Source: an optimization exercise on an open RTL-to-GDS flow (aim: small area, a short achievable clock period and few clock cycles per item). Production flows keep margins and buffers that such runs may drop.
RTL that was checked went through simulation tests only; none was proved equivalent to the original.
The RTL of runs 2 to 4 was laid out without a check of its function.

### config.mk
export PLATFORM = sky130hd
export DESIGN_NAME = binary_op_pipe
export DESIGN_NICKNAME = binary_op_pipe
export VERILOG_FILES = /design/flow/design.v
export SDC_FILE = /design/flow/constraint.sdc
export NUM_CORES = 4
export LEC_CHECK = 0
export CAP_MARGIN = 20
export CORE_MARGIN = 2
export CORE_UTILIZATION = 40
export SLEW_MARGIN = 20
### constraint.sdc
create_clock -name core_clock -period 12.0 [get_ports {clk}]
set_input_delay 2.4000 -clock core_clock [delete_from_list [all_inputs] [get_ports {clk}]]
set_output_delay 2.4000 -clock core_clock [all_outputs]
set_load 0.01 [all_outputs]
### design.v
package hdbe_op_pkg;
  typedef enum logic [3:0] {
    ADD  = 4'd0,
    SUB  = 4'd1,
    MUL  = 4'd2,
    SHL  = 4'd3,
    LSHR = 4'd4,
    ASHR = 4'd5,
    AND  = 4'd6,
    OR   = 4'd7,
    XOR  = 4'd8
  } op_e;
  localparam logic [3:0] OpLastLegal = 4'd8;
  typedef struct packed {
    logic ovf;
    logic zero;
    logic illegal;
  } op_flags_t;
  function automatic logic op_is_legal(input logic [3:0] op);
    op_is_legal = (op <= OpLastLegal);
  endfunction
endpackage
module binary_op_alu (
  input  logic [3:0]  op,
  input  logic [31:0] lhs,
  input  logic [31:0] rhs,
  output logic [31:0] result,
  output logic        ovf
);
  logic        sub_s;
  logic [31:0] rhs_x_s;
  logic [31:0] sum_s;
  logic        is_shl_s;
  logic        fill_s;
  logic        amt_big_s;
  logic [31:0] src_s;
  logic [31:0] shr_s;
  logic [31:0] sh_s;
  assign sub_s   = (op == hdbe_op_pkg::SUB);
  assign rhs_x_s = rhs ^ {32{sub_s}};
  assign sum_s   = lhs + rhs_x_s + {31'd0, sub_s};
  assign is_shl_s  = (op == hdbe_op_pkg::SHL);
  assign fill_s    = (op == hdbe_op_pkg::ASHR) && lhs[31];
  assign amt_big_s = |rhs[31:5];
  always_comb begin
    for (int i = 0; i < 32; i++) src_s[i] = is_shl_s ? lhs[31-i] : lhs[i];
  end
  assign shr_s = 32'($signed({fill_s, src_s}) >>> rhs[4:0]);
  always_comb begin
    for (int i = 0; i < 32; i++) sh_s[i] = amt_big_s ? fill_s : (is_shl_s ? shr_s[31-i] : shr_s[i]);
  end
  always_comb begin
    result = '0;
    ovf    = 1'b0;
    case (op)
      hdbe_op_pkg::ADD,
      hdbe_op_pkg::SUB: begin
        result = sum_s;
        ovf    = (lhs[31] == rhs_x_s[31]) && (sum_s[31] != lhs[31]);
      end
      hdbe_op_pkg::SHL,
      hdbe_op_pkg::LSHR,
      hdbe_op_pkg::ASHR: result = sh_s;
      hdbe_op_pkg::AND:  result = lhs & rhs;
      hdbe_op_pkg::OR:   result = lhs | rhs;
      hdbe_op_pkg::XOR:  result = lhs ^ rhs;
      default:           result = '0;
    endcase
  end
endmodule
module binary_op_mulstep #(
  parameter int G = 4
) (
  input  logic [31:0]       a,
  input  logic [31:0]       h,
  input  logic [2*G:0]      y,
  output logic [32+2*G-1:0] t
);
  localparam int TW = 32 + 2 * G;
  logic [TW-1:0] rows_s [G];
  logic [TW-1:0] negs_s;
  always_comb begin
    negs_s = '0;
    for (int i = 0; i < G; i++) begin
      logic       neg, one, two;
      logic [32:0] mag;
      neg = y[2*i+2];
      one = y[2*i+1] ^ y[2*i];
      two = (y[2*i+2] & ~y[2*i+1] & ~y[2*i]) | (~y[2*i+2] & y[2*i+1] & y[2*i]);
      mag = ({33{one}} & {a[31], a}) | ({33{two}} & {a, 1'b0});
      mag = mag ^ {33{neg}};
      rows_s[i] = TW'($signed(mag)) << (2 * i);
      negs_s[2*i] = neg;
    end
  end
  always_comb begin
    t = TW'($signed(h)) + negs_s;
    for (int i = 0; i < G; i++) t = t + rows_s[i];
  end
endmodule
module binary_op_pipe
#(
  parameter int ParamBitWidth = 32,
  parameter int ParamLatency  = 2,
  parameter int ParamTagWidth = 8
) (
  input  logic                     clk,
  input  logic                     reset,
  input  logic                     in_valid,
  output logic                     in_ready,
  input  logic [3:0]               in_op,
  input  logic [ParamBitWidth-1:0] in_lhs,
  input  logic [ParamBitWidth-1:0] in_rhs,
  input  logic [ParamTagWidth-1:0] in_tag,
  output logic                     out_valid,
  input  logic                     out_ready,
  output logic [ParamBitWidth-1:0] out_result,
  output logic [ParamTagWidth-1:0] out_tag,
  output logic                     out_ovf,
  output logic                     out_zero,
  output logic                     out_illegal
);
  localparam int G  = 4;                
  localparam int K  = (16 + G - 1) / G;  
  localparam int BW = 2 * G * K;         
  localparam int CW = 4;                 
  logic          valid_r;
  logic          busy_r;
  logic [CW-1:0] cnt_r;
  logic [BW-1:0] res_r;
  logic [31:0]   a_r;
  logic [31:0]   h_r;
  logic          bprev_r;
  logic [7:0]    tag_r;
  logic          ovf_r;
  logic          ill_r;
  logic          mul_r;
  logic          take_s;
  logic          in_mul_s;
  logic [31:0]   alu_result_s;
  logic          alu_ovf_s;
  logic [32+2*G-1:0] step_s;
  logic [BW-32:0] hi_low_s;
  binary_op_alu u_alu (
    .op     (in_op),
    .lhs    (in_lhs),
    .rhs    (in_rhs),
    .result (alu_result_s),
    .ovf    (alu_ovf_s)
  );
  binary_op_mulstep #(
    .G(G)
  ) u_mulstep (
    .a (a_r),
    .h (h_r),
    .y ({res_r[2*G-1:0], bprev_r}),
    .t (step_s)
  );
  assign in_ready = !busy_r && (!valid_r || out_ready);
  assign take_s   = in_valid && in_ready;
  assign in_mul_s = (in_op == hdbe_op_pkg::MUL);
  always_ff @(posedge clk or posedge reset) begin
    if (reset) begin
      valid_r <= 1'b0;
      busy_r  <= 1'b0;
      cnt_r   <= '0;
    end else if (take_s) begin
      valid_r <= !in_mul_s;
      busy_r  <= in_mul_s;
      cnt_r   <= CW'(K - 1);
    end else if (busy_r) begin
      cnt_r <= cnt_r - 1'b1;
      if (cnt_r == '0) begin
        busy_r  <= 1'b0;
        valid_r <= 1'b1;
      end
    end else if (out_ready) begin
      valid_r <= 1'b0;
    end
  end
  always_ff @(posedge clk) begin
    if (take_s) begin
      tag_r   <= in_tag;
      ill_r   <= !hdbe_op_pkg::op_is_legal(in_op);
      mul_r   <= in_mul_s;
      ovf_r   <= alu_ovf_s;
      a_r     <= in_lhs;
      h_r     <= '0;
      bprev_r <= 1'b0;
      res_r   <= in_mul_s ? BW'($signed(in_rhs)) : BW'(alu_result_s);
    end else if (busy_r) begin
      h_r     <= step_s[32+2*G-1:2*G];
      res_r   <= {step_s[2*G-1:0], res_r[BW-1:2*G]};
      bprev_r <= res_r[2*G-1];
    end
  end
  assign hi_low_s    = res_r[BW-1:31];
  assign out_valid   = valid_r;
  assign out_result  = res_r[31:0];
  assign out_tag     = tag_r;
  assign out_ovf     = ovf_r || (mul_r && !((&{h_r, hi_low_s}) || !(|{h_r, hi_low_s})));
  assign out_zero    = (res_r[31:0] == 32'd0);
  assign out_illegal = ill_r;
endmodule
### run.sh
#!/bin/bash
# synth_recipe.tcl (not shown) runs the flow's synth.tcl, then flattens the netlist and writes it again
# the make line also repeats each setting of config.mk as NAME=value (left out here)
make -C /OpenROAD-flow-scripts/flow DESIGN_CONFIG=/design/flow/config.mk WORK_HOME=/design/flow/orfs CLKGATE_MAP_FILE= SYNTH_SCRIPT=/design/flow/synth_recipe.tcl finish
==> results of run 1 <==
-- state kept, by name (all words and copies together) (netlist names) --
signal and flops:
mul_r 1, res_r 32, cnt_r 4, tag_r 8
ovf_r 1, valid_r 1, a_r 32, ill_r 1
busy_r 1, h_r 32, bprev_r 1
-- per-layer routing --
layer / global-route usage (%) / up-vias / share of wire [%]
met2: 45.4 / 1040 / 44
li1: - / 9954 / -
met1: 40.9 / 10700 / 43
met3: 5.00 / 147 / 8.5
met4: 12.9 / 2 / 4.4
met5: 0 / - / 0.015
-- through the flow --
step                hold WS (ns)  cell area, um2
finish                     0.530           23900
global route               0.556           23900
CTS                        0.523           23900
detailed placement         0.513           23200
global placement           0.490           23200
floorplan                  0.464           22000
-- critical path, cell delays in order, from the launching register on --
cell and delay [ns]:
edfxtp_1 0.44, buf_4 0.63, buf_4 0.60, maj3_1 0.27
o22ai_1 0.08, a21oi_1 0.23, fa_1 0.45, inv_1 0.08
fa_1 0.42, inv_1 0.09, fa_1 0.43, ha_1 0.35
nor2b_1 0.19, o31ai_1 0.59, a21oi_1 0.27, a32o_1 0.40
a31oi_1 0.55, o21ai_1 0.31, a31oi_1 0.42, a211oi_1 0.14
a221o_1 0.27
-- layout make-up --
| cell class | count | area [um2] |
|---|---|---|
| Clock buffer | 17 | 425 |
| Fill cell | 5437 | 30300 |
| Clock inverter | 15 | 205 |
| Sequential cell | 114 | 3070 |
| Antenna cell | 1 | 2.50 |
| Tap cell | 696 | 871 |
| Inverter | 264 | 991 |
| Timing Repair Buffer | 166 | 1560 |
| Multi-Input combinational cell | 2132 | 16700 |
-- synth_stat cells, drive strengths merged, types with 20 or more instances --
master  instances
a21oi         309
inv           261
nand2         212
clkbuf        209
ha            167
nor2          161
o22ai         135
o21ai         108
fa            106
nor2b          93
maj3           88
o31ai          87
edfxtp         75
xnor2          67
a221oi         59
buf            59
mux4           52
nand3          41
a21o           36
xor2           35
dfxtp          33
mux2i          31
a22oi          29
o211ai         28
and3           27
nor3           24
nor4           21
a211oi         20
-- cell families after synthesis --
kind of cell | Yosys count | synth area share [%]
AO/OA/AOI/OAI | 928 | 27.0
XOR/XNOR | 102 | 4.15
adder cells (fa/ha/maj) | 361 | 23.2
buffers and inverters | 534 | 10.1
flip-flops | 114 | 13.9
multiplexers | 95 | 7.63
AND/OR/NAND/NOR | 646 | 14.0
-- path summary, 6_finish.rpt --
path,from,end,slack [ns]
min,cnt_r[0]$_DFFE_PP0P_,cnt_r[0]$_DFFE_PP0P_,0.53
max in group asynchronous,reset,cnt_r[1]$_DFFE_PP0P_,9.64
max,res_r[1]$_DFFE_PP_,h_r[31]$_SDFFE_PP0P_,4.67
min in group asynchronous,reset,valid_r$_DFFE_PP0P_,2.16
max reg2reg,res_r[1]$_DFFE_PP_,h_r[31]$_SDFFE_PP0P_,4.67
min reg2reg,cnt_r[0]$_DFFE_PP0P_,cnt_r[0]$_DFFE_PP0P_,0.53
-- cells in the final DEF (no fill, tap or decap), types with 9 or more instances in the layout --
cell type and n:
a31oi_1 18, o31ai_1 87, nand2b_1 13, mux4_2 39
clkbuf_16 17, a221o_1 9, clkdlybuf4s50_1 123, inv_1 257
nand4_1 17, ha_1 167, nand3_1 41, edfxtp_1 75
nor2b_1 93, o21ai_0 104, nor2_1 157, a221oi_1 59
o21a_1 11, a22oi_1 29, and2_1 9, a21oi_1 309
o221ai_1 15, mux2i_1 30, o22ai_1 135, buf_4 41
a21o_1 36, a211oi_1 20, mux4_1 13, xnor2_1 66
xor2_1 35, maj3_1 88, and3_1 24, mux2_2 12
dfxtp_1 32, nor3_1 24, fa_1 106, a211o_1 11
nand2_1 210, o211ai_1 28, nor4_1 20
==> impl_metrics.env, run 1 <==
export IMPL_end_kind="flip-flop"
export IMPL_layout_drive_gt1_share_pct=5.76
export IMPL_path_class="reg2reg"
export IMPL_finClkSkew_ns=0.0145
export IMPL_required_ns=12.35
export IMPL_critPathArrivalTime_ns=7.68
export IMPL_synth_area_per_cell_um2=7.91
export IMPL_insertion_delay_ns=0.46
export IMPL_setup_violations_final=0
export IMPL_grt_pass1_wl_mm=128
export IMPL_synth_top_cells_by_area="edfxtp_1, fa_1, ha_1"
export IMPL_fin_cells=3405
export IMPL_cts_sinks=114
export IMPL_synth_edff_count=75
export IMPL_start_kind="flip-flop"
export IMPL_rows=85
export IMPL_synth_distinct_cells=89
export IMPL_fin_ws_ns=4.67
export IMPL_rsz0062_at_grt="no"
export IMPL_dieWidth_um=238
export IMPL_yosys_warnings=4
export IMPL_synth_fp_nets=3133
export IMPL_clk_pin_slew_worst_paths_ns=0.06
export IMPL_cts_root_buf="clkbuf_16"
export IMPL_nNetsFinal=3048
export IMPL_utilization_pct=44.1
export IMPL_pre_cts_ws_ns=4.22
export IMPL_place_inst=3372
export IMPL_slew_viol_final=0
export IMPL_timing_setup_tns_ns=0
export IMPL_coreArea_um2=54100
export IMPL_grt_pass1_vias=20400
export IMPL_gp_congestion=1.01
export IMPL_grt_total_usage_pct=29.6
export IMPL_wl_per_cell_um=24.8
export IMPL_synthArstFlopShare_pct=5.26
export IMPL_min_delay_path_depth=1
export IMPL_dr_pass1_iters=6
export IMPL_drc=0
export IMPL_cts_tree="built"
export IMPL_postCtsSetupRepairBufs=0
export IMPL_ys_seq_area_share_pct=13.9
export IMPL_ios=125
export IMPL_cts_path_max_buffers=2
export IMPL_ys_seq_elements=114
export IMPL_io_buffers=124
export IMPL_min_path_type="reg2reg"
export IMPL_synthFlopType="edfxtp_1"
export IMPL_initialDrtViolationCount=2422
export IMPL_syn_area_um2=22000
export IMPL_worst_pin_slew_ns=1.08
export IMPL_h_tree_depth=4
export IMPL_cap_viol_max_count=0
export IMPL_num_vias=21800
export IMPL_synth_top_area_cell="edfxtp_1"
export IMPL_start_util_pct=40.6
export IMPL_max_freq_mhz=136
export IMPL_vias_per_cell=6.41
export IMPL_report_final_hold_viol_count=0
export IMPL_cts_hold_buf=0
export IMPL_antenna_left=0
export IMPL_fin_crit_sh_pct=61.1
export IMPL_overflow=0
export IMPL_status="timing/DRC/antenna clean"
export IMPL_synth_top_cell_area_share_pct=10.2
export IMPL_routed_wirelength_mm=84.4
export IMPL_netlist_instances=2780
export IMPL_grt_antenna_before_repair=3
export IMPL_max_slew_margin_rel_pct=27.7
export IMPL_r2r_worst_path_cells=20
export IMPL_die_h_um=238
export IMPL_fin_crit_ns=7.33
export IMPL_areaGrowthSynthToFinish_pct=8.52
export IMPL_numCtsBuffers=17
export IMPL_crit_fanout=72
export IMPL_dp_hpwl_mm=61.8
export IMPL_post_cts_resized=0
export IMPL_grt_max_degree=183
export IMPL_die_area_um2=56900
Testbench counts, summed over its fixed seeds: cycles 11,260, items 8,000.
==> inputs of run 2 (changes only) <==
--- a/design.v
+++ b/design.v
@@ -73,14 +73,22 @@
 ) (
-  input  logic [31:0]       a,
-  input  logic [31:0]       h,
-  input  logic [2*G:0]      y,
-  output logic [32+2*G-1:0] t
+  input  logic [31:0]  a,
+  input  logic [32:0]  hs,
+  input  logic [32:0]  hc,
+  input  logic         cin,
+  input  logic [2*G:0] y,
+  output logic [32:0]  hs_o,
+  output logic [32:0]  hc_o,
+  output logic         cout,
+  output logic [2*G-1:0] low
 );
-  localparam int TW = 32 + 2 * G;
-  logic [TW-1:0] rows_s [G];
-  logic [TW-1:0] negs_s;
-  always_comb begin
-    negs_s = '0;
+  localparam int TW = 33 + 2 * G;
+  localparam int NR = G + 3;    
+  logic [TW-1:0] terms_s [NR];
+  logic [TW-1:0] s_s;
+  logic [TW-1:0] c_s;
+  always_comb begin
+    logic [TW-1:0] negs;
+    negs = '0;
     for (int i = 0; i < G; i++) begin
-      logic       neg, one, two;
+      logic        neg, one, two;
       logic [32:0] mag;
@@ -91,10 +99,23 @@
       mag = mag ^ {33{neg}};
-      rows_s[i] = TW'($signed(mag)) << (2 * i);
-      negs_s[2*i] = neg;
-    end
-  end
-  always_comb begin
-    t = TW'($signed(h)) + negs_s;
-    for (int i = 0; i < G; i++) t = t + rows_s[i];
-  end
+      terms_s[i] = TW'({~mag[32], mag[31:0]}) << (2 * i);
+      negs[2*i] = neg;
+    end
+    terms_s[G]   = negs;
+    terms_s[G+1] = TW'(hs);
+    terms_s[G+2] = TW'(hc);
+  end
+  logic [TW-1:0] s1a_s, c1a_s, s1b_s, c1b_s, s2_s, c2_s, s3_s, c3_s;
+  assign s1a_s = terms_s[0] ^ terms_s[1] ^ terms_s[2];
+  assign c1a_s = ((terms_s[0] & terms_s[1]) | (terms_s[0] & terms_s[2]) | (terms_s[1] & terms_s[2])) << 1;
+  assign s1b_s = terms_s[3] ^ terms_s[5] ^ terms_s[6];
+  assign c1b_s = ((terms_s[3] & terms_s[5]) | (terms_s[3] & terms_s[6]) | (terms_s[5] & terms_s[6])) << 1;
+  assign s2_s  = s1a_s ^ c1a_s ^ s1b_s;
+  assign c2_s  = ((s1a_s & c1a_s) | (s1a_s & s1b_s) | (c1a_s & s1b_s)) << 1;
+  assign s3_s  = s2_s ^ c2_s ^ c1b_s;
+  assign c3_s  = ((s2_s & c2_s) | (s2_s & c1b_s) | (c2_s & c1b_s)) << 1;
+  assign s_s   = s3_s ^ c3_s ^ terms_s[4];
+  assign c_s   = ((s3_s & c3_s) | (s3_s & terms_s[4]) | (c3_s & terms_s[4])) << 1;
+  assign {cout, low} = {1'b0, s_s[2*G-1:0]} + {1'b0, c_s[2*G-1:0]} + {{2*G{1'b0}}, cin};
+  assign hs_o = s_s[TW-1:2*G];
+  assign hc_o = c_s[TW-1:2*G];
 endmodule
@@ -131,3 +152,5 @@
   logic [31:0]   a_r;
-  logic [31:0]   h_r;
+  logic [32:0]   hs_r;
+  logic [32:0]   hc_r;
+  logic          cin_r;
   logic          bprev_r;
@@ -141,4 +164,9 @@
   logic          alu_ovf_s;
-  logic [32+2*G-1:0] step_s;
-  logic [BW-32:0] hi_low_s;
+  logic [32:0]   step_hs_s;
+  logic [32:0]   step_hc_s;
+  logic          step_cout_s;
+  logic [2*G-1:0] step_low_s;
+  logic [31:0]   hi_k_s;
+  logic [31:0]   hi_r_s;
+  logic          hi_eq_s;
   binary_op_alu u_alu (
@@ -153,6 +181,11 @@
   ) u_mulstep (
-    .a (a_r),
-    .h (h_r),
-    .y ({res_r[2*G-1:0], bprev_r}),
-    .t (step_s)
+    .a    (a_r),
+    .hs   (hs_r),
+    .hc   (hc_r),
+    .cin  (cin_r),
+    .y    ({res_r[2*G-1:0], bprev_r}),
+    .hs_o (step_hs_s),
+    .hc_o (step_hc_s),
+    .cout (step_cout_s),
+    .low  (step_low_s)
   );
@@ -187,3 +220,5 @@
       a_r     <= in_lhs;
-      h_r     <= '0;
+      hs_r    <= '0;
+      hc_r    <= '0;
+      cin_r   <= 1'b0;
       bprev_r <= 1'b0;
@@ -191,4 +226,6 @@
     end else if (busy_r) begin
-      h_r     <= step_s[32+2*G-1:2*G];
-      res_r   <= {step_s[2*G-1:0], res_r[BW-1:2*G]};
+      hs_r    <= step_hs_s;
+      hc_r    <= step_hc_s;
+      cin_r   <= step_cout_s;
+      res_r   <= {step_low_s, res_r[BW-1:2*G]};
       bprev_r <= res_r[2*G-1];
@@ -196,3 +233,11 @@
   end
-  assign hi_low_s    = res_r[BW-1:31];
+  assign hi_k_s = res_r[31] ? 32'h5555_5554 : 32'h5555_5555;
+  assign hi_r_s = hs_r[31:0] ^ hc_r[31:0] ^ hi_k_s;
+  always_comb begin
+    hi_eq_s = (hi_r_s[0] == cin_r);
+    for (int i = 0; i < 31; i++) begin
+      hi_eq_s = hi_eq_s &&
+                (((hs_r[i] & hc_r[i]) | (hs_r[i] & hi_r_s[i]) | (hc_r[i] & hi_r_s[i])) == hi_r_s[i+1]);
+    end
+  end
   assign out_valid   = valid_r;
@@ -200,3 +245,3 @@
   assign out_tag     = tag_r;
-  assign out_ovf     = ovf_r || (mul_r && !((&{h_r, hi_low_s}) || !(|{h_r, hi_low_s})));
+  assign out_ovf     = ovf_r || (mul_r && !hi_eq_s);
   assign out_zero    = (res_r[31:0] == 32'd0);
--- a/config.mk
+++ b/config.mk
@@ -10,2 +10,3 @@
 export CORE_UTILIZATION = 40
+export SETUP_SLACK_MARGIN = 5
 export SLEW_MARGIN = 20
==> run 2 against run 1 <==
  * Critical path depth is 9 lower
  * Final cell count is 0.85% higher
  * Fmax is 8.1% higher
  * Setup slack better by 0.55 ns
  * Synthesized cell count is 0.97% lower
  * Global-route usage is 0.44 points lower
  * Hold slack worse by 0.031 ns
  * Synthesized area is 1.7% higher
==> impl_metrics.env, run 2 <==
export IMPL_cts_path_max_buffers=2
export IMPL_die_h_um=240
export IMPL_numCtsBuffers=17
export IMPL_dieWidth_um=240
export IMPL_synth_area_per_cell_um2=8.13
export IMPL_synth_top_cell_area_share_pct=11.2
export IMPL_dp_hpwl_mm=60.4
export IMPL_fin_crit_ns=6.78
export IMPL_final_common_cell="inv_1"
export IMPL_nNetsFinal=3066
export IMPL_most_common_layout_cells="inv_1, nor2_1, a21oi_1"
export IMPL_vias_per_cell=6.31
export IMPL_rows=86
export IMPL_start_kind="primary input"
export IMPL_layout_drive_gt1_share_pct=5.44
export IMPL_h_tree_depth=4
export IMPL_fin_crit_sh_pct=56.5
export IMPL_synthArstFlopShare_pct=4.11
export IMPL_gp_congestion=0.985
export IMPL_yosys_warnings=4
export IMPL_required_ns=12.22
export IMPL_insertion_delay_ns=0.47
export IMPL_max_freq_mhz=147
export IMPL_status="timing/DRC/antenna clean"
export IMPL_coreArea_um2=55200
export IMPL_ys_seq_area_share_pct=16.6
export IMPL_worst_pin_slew_ns=1.13
export IMPL_initialDrtViolationCount=2740
export IMPL_routed_wirelength_mm=84.2
export IMPL_areaGrowthSynthToFinish_pct=9.81
export IMPL_synthMostInstantiatedCell="inv_1"
export IMPL_syn_area_um2=22400
export IMPL_synthFlopType="edfxtp_1"
export IMPL_finClkSkew_ns=0.0159
export IMPL_cts_hold_buf=0
export IMPL_cts_tree="built"
export IMPL_post_cts_resized=0
export IMPL_cts_sinks=146
export IMPL_num_vias=21700
export IMPL_path_class="in2reg"
export IMPL_ys_seq_elements=146
export IMPL_rsz0062_at_grt="no"
export IMPL_wl_per_cell_um=24.5
export IMPL_ys_top_cells_by_count="inv_1, nor2_1, a21oi_1"
export IMPL_ios=125
export IMPL_start_util_pct=40.5
export IMPL_synth_edff_count=75
export IMPL_cap_viol_max_count=0
export IMPL_antenna_left=0
export IMPL_fillers=5427
export IMPL_diodes=0
export IMPL_grt_pass1_wl_mm=128
export IMPL_synth_fp_nets=3145
export IMPL_die_area_um2=57800
export IMPL_crit_fanout=63
export IMPL_top_regs="a_r (32), hc_r (32), res_r (32)"
export IMPL_drc=0
export IMPL_grt_antenna_before_repair=7
export IMPL_clk_pin_slew_worst_paths_ns=0.07
export IMPL_overflow=0
export IMPL_grt_total_usage_pct=29.1
export IMPL_netlist_instances=2753
export IMPL_report_final_hold_viol_count=0
export IMPL_grt_pass1_vias=20200
export IMPL_cts_root_buf="clkbuf_16"
export IMPL_slew_viol_final=0
export IMPL_grt_max_degree=97
export IMPL_io_buffers=124
export IMPL_min_path_type="reg2reg"
export IMPL_end_kind="flip-flop"
export IMPL_timing_setup_tns_ns=0
export IMPL_dr_pass1_iters=7
export IMPL_critPathArrivalTime_ns=7.00
export IMPL_setup_violations_final=0
export IMPL_synth_top_area_cell="fa_1"
export IMPL_max_slew_margin_rel_pct=24.5
export IMPL_synth_distinct_cells=80
export IMPL_postCtsSetupRepairBufs=0
export IMPL_synth_top_cells_by_area="fa_1, ha_1, edfxtp_1"
run 2: cell families after synthesis:
family / after synthesis / share of synthesized area (%)
simple gates: 612 / 12.5
fa+ha+maj: 374 / 24.4
compound gates: 800 / 23.6
buf+inv: 553 / 9.40
xor+xnor: 105 / 4.11
mux: 163 / 9.49
flops: 146 / 16.6
run 2: cell type report:
type / instances / area, um2 / share of cell area, %
tap: 748 / 936 / 3.81
sequential: 146 / 3710 / 15.1
inverter: 284 / 1070 / 4.35
timing repair buffer: 171 / 1620 / 6.58
multi-input combinational: 2054 / 16600 / 67.6
clock buffer: 26 / 576 / 2.34
clock inverter: 5 / 56.3 / 0.229
run 2: critical path, cell delays in order:
cell             delay [ns]
clkdlybuf4s50_1        0.64
and4bb_2               0.39
buf_4                  0.66
mux4_2                 0.62
mux4_2                 0.53
mux2_4                 0.32
mux2i_4                0.16
nor2_2                 0.05
o31ai_1                0.63
o211ai_1               0.20
a221o_1                0.35
run 2: worst paths after layout:
check                                      startpoint               endpoint  slack, ns  cells past startpoint
worst min register to register  hc_r[15]$_SDFFE_PP0P_  hc_r[15]$_SDFFE_PP0P_       0.50                      2
worst min-delay path            hc_r[15]$_SDFFE_PP0P_  hc_r[15]$_SDFFE_PP0P_       0.50                      2
worst max-delay path                         in_op[3]    res_r[16]$_DFFE_PP_       5.22                     11
min in group asynchronous                       reset   cnt_r[1]$_DFFE_PP0P_       2.15                      2
worst max register to register     res_r[3]$_DFFE_PP_    res_r[31]$_DFFE_PP_       5.77                     19
max in group asynchronous                       reset       busy_r$_DFF_PP0_       9.63                      2
run 2: metrics by stage:
| step | area [um2] | setup WS, ns | hold WS (ns) | instances | utilization (%) |
|---|---|---|---|---|---|
| after floorplan | 22400 | 5.83 | 0.460 | 2753 | - |
| after global placement | 23900 | 4.73 | 0.478 | 3402 | 43.3 |
| after detailed placement | 23900 | 4.70 | 0.485 | 3402 | 43.3 |
| after CTS | 24500 | 5.19 | 0.500 | 3433 | 44.4 |
| after global routing | 24600 | 5.07 | 0.516 | 3434 | 44.5 |
| final | 24600 | 5.22 | 0.499 | 3434 | 44.5 |
run 2: layer usage:
layer	vias up	global-route usage, %	share of wire (%)
li1	9702	-	-
met2	1185	43.5	44
met1	10600	42.2	44
met3	175	4.97	9.2
met4	4	9.86	3.2
met5	-	0	0.030
==> inputs of run 3 (changes only) <==
==> flow/run.sh (new file) <==
#!/bin/bash
set -euo pipefail
MARGIN=$(cat flow/margin.txt)
bash standard.sh SETUP_SLACK_MARGIN=$MARGIN finish > flow_make.log 2>&1
==> flow/margin.txt (new file) <==
6.5
==> standard.sh (new file) <==
#!/bin/bash
# synth_recipe.tcl (not shown) runs the flow's synth.tcl, then flattens the netlist and writes it again
# the make line also repeats each setting of config.mk as NAME=value (left out here)
make -C /OpenROAD-flow-scripts/flow DESIGN_CONFIG=/design/flow/config.mk WORK_HOME=/design/flow/orfs CLKGATE_MAP_FILE= SYNTH_SCRIPT=/design/flow/synth_recipe.tcl "${@:-finish}"
--- a/config.mk
+++ b/config.mk
@@ -10,3 +10,2 @@
 export CORE_UTILIZATION = 40
-export SETUP_SLACK_MARGIN = 5
 export SLEW_MARGIN = 20
removed: run.sh
==> run 3 against run 2 <==
  * Critical path depth down 2
  * Register-to-register slack better by 0.90 ns
  * Fmax up 21%
  * Flip-flop and latch count unchanged
  * Critical endpoint is now res_r[23]$_DFFE_PP_
  * Utilization up 1.9 points
  * Synthesized cell count unchanged
  * Design area up 4.2%
  * First-iteration DRC count down 7.9%
  * Die area unchanged
==> impl_metrics.env, run 3 <==
export IMPL_setup_violations_final=0
export IMPL_required_ns=12.23
export IMPL_top_regs="a_r (32), hc_r (32), res_r (32)"
export IMPL_wl_per_cell_um=25.2
export IMPL_crit_fanout=18
export IMPL_synth_top_area_cell="fa_1"
export IMPL_antenna_left=0
export IMPL_gp_congestion=1.01
export IMPL_slowest_stage="nor4_1"
export IMPL_grt_antenna_before_repair=3
export IMPL_die_area_um2=57800
export IMPL_synth_edff_count=75
export IMPL_path_class="in2reg"
export IMPL_fillers=5400
export IMPL_syn_area_um2=22400
export IMPL_final_common_cell="inv_1"
export IMPL_dr_pass1_iters=5
export IMPL_rsz0062_at_grt="yes"
export IMPL_initialDrtViolationCount=2523
export IMPL_diodes=0
export IMPL_overflow=0
export IMPL_cap_viol_max_count=0
export IMPL_insertion_delay_ns=0.47
export IMPL_layout_drive_gt1_share_pct=9.54
export IMPL_min_delay_path_depth=2
export IMPL_max_slew_margin_rel_pct=29.5
export IMPL_max_freq_mhz=179
export IMPL_timing_setup_tns_ns=0
export IMPL_ys_seq_elements=146
export IMPL_yosys_warnings=4
export IMPL_num_vias=22200
export IMPL_grt_max_degree=97
export IMPL_crit_top_cell="o211ai_1"
export IMPL_max_stage_delay_ns=0.62
export IMPL_vias_per_cell=6.37
export IMPL_critical_path_cell_chain="clkdlybuf4s50_1 -> nor4_1 -> nand3_1 -> or2_2 -> nor2_1 -> o21ai_0 -> o211ai_1 -> o211ai_1 -> a221o_1"
export IMPL_ys_seq_area_share_pct=16.6
export IMPL_cts_hold_buf=0
export IMPL_dp_hpwl_mm=62.0
export IMPL_cts_root_buf="clkbuf_16"
export IMPL_netlist_instances=2753
export IMPL_start_util_pct=40.5
export IMPL_ios=125
export IMPL_synthArstFlopShare_pct=4.11
export IMPL_r2r_worst_path_cells=17
export IMPL_numCtsBuffers=17
export IMPL_rows=86
export IMPL_synth_distinct_cells=80
export IMPL_ys_top_cells_by_count="inv_1, nor2_1, a21oi_1"
export IMPL_coreArea_um2=55200
export IMPL_grt_total_usage_pct=29.7
export IMPL_nNetsFinal=3116
export IMPL_finClkSkew_ns=0.0173
export IMPL_synth_top_cells_by_area="fa_1, ha_1, edfxtp_1"
export IMPL_h_tree_depth=4
export IMPL_critPathArrivalTime_ns=5.82
export IMPL_worst_pin_slew_ns=1.06
export IMPL_synthMostInstantiatedCell="inv_1"
export IMPL_die_h_um=240
export IMPL_synth_fp_nets=3145
export IMPL_utilization_pct=46.4
export IMPL_routed_wirelength_mm=87.9
export IMPL_cts_sinks=146
export IMPL_report_final_hold_viol_count=0
export IMPL_synthFlopType="edfxtp_1"
export IMPL_start_kind="primary input"
export IMPL_fin_crit_ns=5.59
export IMPL_end_kind="flip-flop"
export IMPL_clk_pin_slew_worst_paths_ns=0.07
export IMPL_io_buffers=124
export IMPL_most_common_layout_cells="inv_1, nor2_1, a21oi_1"
export IMPL_grt_pass1_vias=20400
export IMPL_synth_area_per_cell_um2=8.13
export IMPL_pre_cts_ws_ns=4.82
export IMPL_fin_ws_ns=6.41
export IMPL_min_path_type="reg2reg"
export IMPL_slew_viol_final=0
export IMPL_cts_path_max_buffers=2
export IMPL_fin_crit_sh_pct=46.6
export IMPL_areaGrowthSynthToFinish_pct=14.5
export IMPL_drc=0
export IMPL_grt_pass1_wl_mm=130
export IMPL_status="timing/DRC/antenna clean"
export IMPL_cts_tree="built"
export IMPL_dieWidth_um=240
export IMPL_synth_top_cell_area_share_pct=11.2
## run 3: changes by cell type in the layout (fill, tap and decap cells not counted), sizes merged
cell / previous run / this run
clkinv: 3 / 4
or4b: 1 / 2
clkdlybuf4s50: 123 / 108
dlymetal6s2s: 1 / 9
buf: 47 / 94
dlygate4sd2: 0 / 2
bufinv: 1 / 0
inv: 285 / 286
bufbuf: 0 / 3
clkinvlp: 0 / 4
## run 3: final timing paths
kind,startpoint,to,slack [ns]
setup / recovery,in_rhs[25],res_r[23]$_DFFE_PP_,6.41
hold / removal,hs_r[27]$_SDFFE_PP0P_,hs_r[27]$_SDFFE_PP0P_,0.50
setup reg to reg,res_r[3]$_DFFE_PP_,res_r[31]$_DFFE_PP_,6.67
hold reg to reg,hs_r[27]$_SDFFE_PP0P_,hs_r[27]$_SDFFE_PP0P_,0.50
max in group asynchronous,reset,busy_r$_DFF_PP0_,9.65
min in group asynchronous,reset,busy_r$_DFF_PP0_,2.14
## run 3: per-layer routing
layer / GRT usage, % / part of all wire (%) / up-vias
li1: - / - / 9794
met1: 42.7 / 44 / 10900
met2: 44.0 / 43 / 1295
met3: 5.61 / 9.6 / 216
met4: 10.6 / 3.5 / 6
met5: 0 / 0.051 / -
## run 3: worst max-delay path: cells and delay by family
kind                   cells  cell delay (ns)
AND/OR/NAND/NOR            4             1.95
buffers and inverters      1             0.50
AO/OA/AOI/OAI              4             0.96
## run 3: area by class of cell
type,instances,area (um2),area share [%]
flip-flops and latches,146,3710,14.5
clock inverters,10,81.3,0.318
repair buffers,220,2280,8.89
inverters,284,1080,4.21
well taps,748,936,3.66
multi-input cells,2055,17000,66.4
clock buffers,22,529,2.07
## run 3: cells by family (layout without fill, tap and decap cells)
family	count (synthesis)	in the layout	share of synthesized area, %
AOI/OAI and AO/OA	800	800	23.6
and+or+nand+nor	612	613	12.5
buffers and inverters	553	536	9.40
adders and majority gates	374	374	24.4
muxes	163	163	9.49
DFF	146	146	16.6
xor gates and xnor gates	105	105	4.11
## run 3: what timing repair did
item / 4_1_cts / 5_1_grt
setup endpoints to repair: 37 / 31
pin swaps: 9 / 33
setup buffers: 11 / 31
gates resized for setup: 72 / 79
gates cloned: 4 / 4
## run 3: per-stage QoR
step	cell area (um2)	std cells	hold slack (ns)
4_1_cts	24900	3450	0.501
3_3_place_gp	24000	3403	0.477
3_5_place_dp	24000	3403	0.485
2_1_floorplan	22500	2753	0.460
6_report	25600	3485	0.495
5_1_grt	25600	3485	0.535
==> inputs of run 4 (changes only) <==
--- a/config.mk
+++ b/config.mk
@@ -7,2 +7,3 @@
 export LEC_CHECK = 0
+export ABC_AREA = 1
 export CAP_MARGIN = 20
==> run 4 against run 3 <==
  * Still clean on timing, DRC and antenna
  * Synthesized cell count down 1.2%
  * Setup slack better by 0.14 ns
  * Synthesized area down 12%
  * Die area down 12%
  * Critical path type unchanged
  * Critical endpoint is now res_r[17]$_DFFE_PP_
  * Highest routed layer is now met4
==> impl_metrics.env, run 4 <==
export IMPL_grt_antenna_before_repair=1
export IMPL_layout_drive_gt1_share_pct=5.27
export IMPL_fin_crit_sh_pct=45.5
export IMPL_crit_start="in_op[0]"
export IMPL_numCtsBuffers=17
export IMPL_synth_top_area_cell="fa_1"
export IMPL_critical_path_cell_chain="clkdlybuf4s50_1 -> inv_1 -> nor2_4 -> buf_12 -> buf_12 -> nand2_8 -> xor2_1 -> ha_1 -> nand2_1 -> o21ai_0 -> a21oi_1 -> nand2_1 -> nand2_1 -> nand2_1 -> a21oi_1 -> o21ai_1 -> nand3_1 -> nand2_1 -> nand2_1"
export IMPL_post_synth_mux_area_share_pct=0
export IMPL_cts_root_buf="clkbuf_16"
export IMPL_clk_pin_slew_worst_paths_ns=0.07
export IMPL_ys_seq_elements=146
export IMPL_synth_xor_area_share_pct=8.50
export IMPL_rows=81
export IMPL_fillers=4938
export IMPL_antenna_left=0
export IMPL_cts_path_max_buffers=2
export IMPL_max_freq_mhz=183
export IMPL_overflow=0
export IMPL_coreArea_um2=48700
export IMPL_synthSimpleGateAreaFrac_pct=24.1
export IMPL_drc=0
export IMPL_setup_violations_final=0
export IMPL_initialDrtViolationCount=2074
export IMPL_synth_compound_gate_area_share_pct=12.3
export IMPL_timing_setup_tns_ns=0
export IMPL_grt_total_usage_pct=29.8
export IMPL_synthAdderAreaFrac_pct=24.6
export IMPL_most_common_layout_cells="nand2_1, inv_1, nand3_1"
export IMPL_yosys_warnings=4
export IMPL_wl_per_cell_um=22.1
export IMPL_worst_pin_slew_ns=1.03
export IMPL_dp_hpwl_mm=57.9
export IMPL_report_final_hold_viol_count=0
export IMPL_routed_wirelength_mm=76.2
export IMPL_dieWidth_um=226
export IMPL_fin_crit_ns=5.45
export IMPL_slew_viol_final=0
export IMPL_die_h_um=226
export IMPL_synth_top_cell_area_share_pct=12.7
export IMPL_nNetsFinal=3169
export IMPL_synth_edff_count=75
export IMPL_synth_top_family_by_area="adder cells"
export IMPL_max_slew_margin_rel_pct=31.2
export IMPL_syn_area_um2=19700
export IMPL_end_kind="flip-flop"
export IMPL_ys_top_cells_by_count="nand2_1, inv_1, nand3_1"
export IMPL_synth_area_per_cell_um2=7.24
export IMPL_crit_fanout=16
export IMPL_crit_top_cell="nand2_1"
export IMPL_hold_start="cnt_r[1]$_DFFE_PP0P_"
export IMPL_synth_top_cells_by_area="fa_1, ha_1, edfxtp_1"
export IMPL_start_util_pct=40.4
export IMPL_ios=125
export IMPL_path_class="in2reg"
export IMPL_ys_seq_area_share_pct=18.8
export IMPL_r2r_start="res_r[1]$_DFFE_PP_"
export IMPL_min_path_type="reg2reg"
export IMPL_netlist_instances=2720
export IMPL_synthMostInstantiatedCell="nand2_1"
export IMPL_synthFlopType="edfxtp_1"
export IMPL_start_kind="primary input"
export IMPL_die_area_um2=51000
export IMPL_critPathBufInv=4
export IMPL_grt_pass1_wl_mm=114
export IMPL_critPathArrivalTime_ns=5.68
export IMPL_h_tree_depth=4
export IMPL_grt_max_degree=73
export IMPL_synth_distinct_cells=49
export IMPL_insertion_delay_ns=0.47
export IMPL_grt_pass1_vias=18700
export IMPL_areaGrowthSynthToFinish_pct=14.8
export IMPL_synth_fp_nets=3112
export IMPL_top_regs="a_r (32), hc_r (32), res_r (32)"
export IMPL_cts_sinks=146
export IMPL_crit_family="simple AND/OR/NAND/NOR gates"
export IMPL_synthArstFlopShare_pct=4.11
export IMPL_io_buffers=124
export IMPL_cap_viol_max_count=0
export IMPL_rsz0062_at_grt="no"
export IMPL_vias_per_cell=5.69
export IMPL_cts_hold_buf=0
export IMPL_num_vias=19700
export IMPL_gp_congestion=0.976
export IMPL_status="timing/DRC/antenna clean"
export IMPL_required_ns=12.22
export IMPL_cts_tree="built"
export IMPL_dr_pass1_iters=7
export IMPL_max_stage_delay_ns=0.51
export IMPL_final_common_cell="nand2_1"
export IMPL_slowest_stage="clkdlybuf4s50_1"
export IMPL_finClkSkew_ns=0.0157
==> run 4: changes by cell type in the layout (fill, tap and decap cells not counted), sizes merged, moves of 40 or more <==
cell,previous run,this run
nand3,22,433
nand2,151,493
inv,286,452
nor2,260,94
a21oi,221,71
xor2,51,190
mux2i,116,0
nor2b,69,0
maj3,62,0
xnor2,54,1
a221oi,73,25
buf,94,54
==> run 4: logic make-up (layout without fill, tap and decap cells) <==
family                     Yosys count  in the layout
adders and majority gates          312            312
and+or+nand+nor                   1071           1074
buffers and inverters              595            662
xor gates and xnor gates           191            191
DFF                                146            146
other                                0              1
AOI/OAI and AO/OA                  405            405
==> run 4: area by class of cell <==
cell class	count	area (um2)	area share, %
sequential	146	3710	16.4
timing repair buffer	179	1800	7.95
tap	664	831	3.68
multi-input combinational	1982	14000	61.8
antenna	1	2.50	0.0111
inverter	451	1720	7.61
clock buffer	19	433	1.92
clock inverter	13	153	0.675
==> run 4: final timing paths <==
path,to,slack [ns],cells past startpoint
setup reg to reg,res_r[31]$_DFFE_PP_,6.64,21
hold reg to reg,cnt_r[1]$_DFFE_PP0P_,0.54,2
max in group asynchronous,busy_r$_DFF_PP0_,9.62,2
min in group asynchronous,busy_r$_DFF_PP0_,2.16,2
hold / removal,cnt_r[1]$_DFFE_PP0P_,0.54,2
setup / recovery,res_r[17]$_DFFE_PP_,6.55,19
==> run 4: through the flow <==
step | instance area [um2] | worst slack [ns] | cells | hold slack [ns] | utilization [%]
2_1_floorplan | 19700 | 6.90 | 2720 | 0.482 | -
3_3_place_gp | 21500 | 5.02 | 3400 | 0.497 | 44.0
3_5_place_dp | 21500 | 5.08 | 3402 | 0.508 | 44.1
4_1_cts | 22300 | 6.48 | 3440 | 0.533 | 45.7
5_1_grt | 22600 | 6.49 | 3454 | 0.567 | 46.4
6_report | 22600 | 6.55 | 3455 | 0.542 | 46.4
==> run 4: metal layers <==
metal / GRT usage, % / vias to the layer above / wire [um]
li1: - / 9125 / -
met1: 39.3 / 9487 / 31900
met2: 48.7 / 882 / 35500
met3: 4.03 / 160 / 5450
met4: 13.2 / 0 / 3350
met5: 0 / - / 0
==> run 4: worst min-delay path, stage by stage, from the launching register on <==
cell and delay [ns]:
dfrtp_1 0.36, nand2_1 0.06, o211ai_1 0.08
==> run 4: timing repair <==
item / CTS / global route
gates resized for setup: 38 / 37
endpoints found under the hold margin: 0 / 0
setup endpoints to repair: 33 / 31
cloned: 2 / 3
setup buffers: 4 / 11
pin swaps: 5 / 5

==> static timing again, ports no longer ideal <==
Ports are ideal in the flow. The routed layouts listed here were re-timed in OpenROAD.
Step 1 sets driving cells, clkbuf_16 on the clock port and buf_2 on the other inputs (assumed; they add their load-dependent delay and slew).
Step 2 adds t to the input delays and takes it off the output delays; t is the mean of the earliest and latest rising clock arrival at the registers after step 1. Input paths then give back, and output paths get back, about the clock's delay inside the block.
a / b / c = no drivers / after step 1 / after step 2; a / b = the first two.
run | t, ns | setup slack, ns | worst setup path after step 2 | clock arrival spread, ns | cell pins on the clock port's net
run 1 | 0.512 | 4.669 / 4.669 / 4.591 | input to register | 0.019 / 0.019 | 1
run 2 | 0.512 | 5.220 / 5.248 / 4.736 | input to register | 0.016 / 0.016 | 1
run 3 | 0.520 | 6.407 / 6.440 / 5.919 | input to register | 0.019 / 0.019 | 1
run 4 | 0.518 | 6.545 / 6.558 / 6.048 | input to register | 0.016 / 0.016 | 1
After both steps every run listed still meets setup and hold. The setup slack of run 4, which loses most, moves by +0.013 ns with the drivers and by -0.497 ns with both steps.
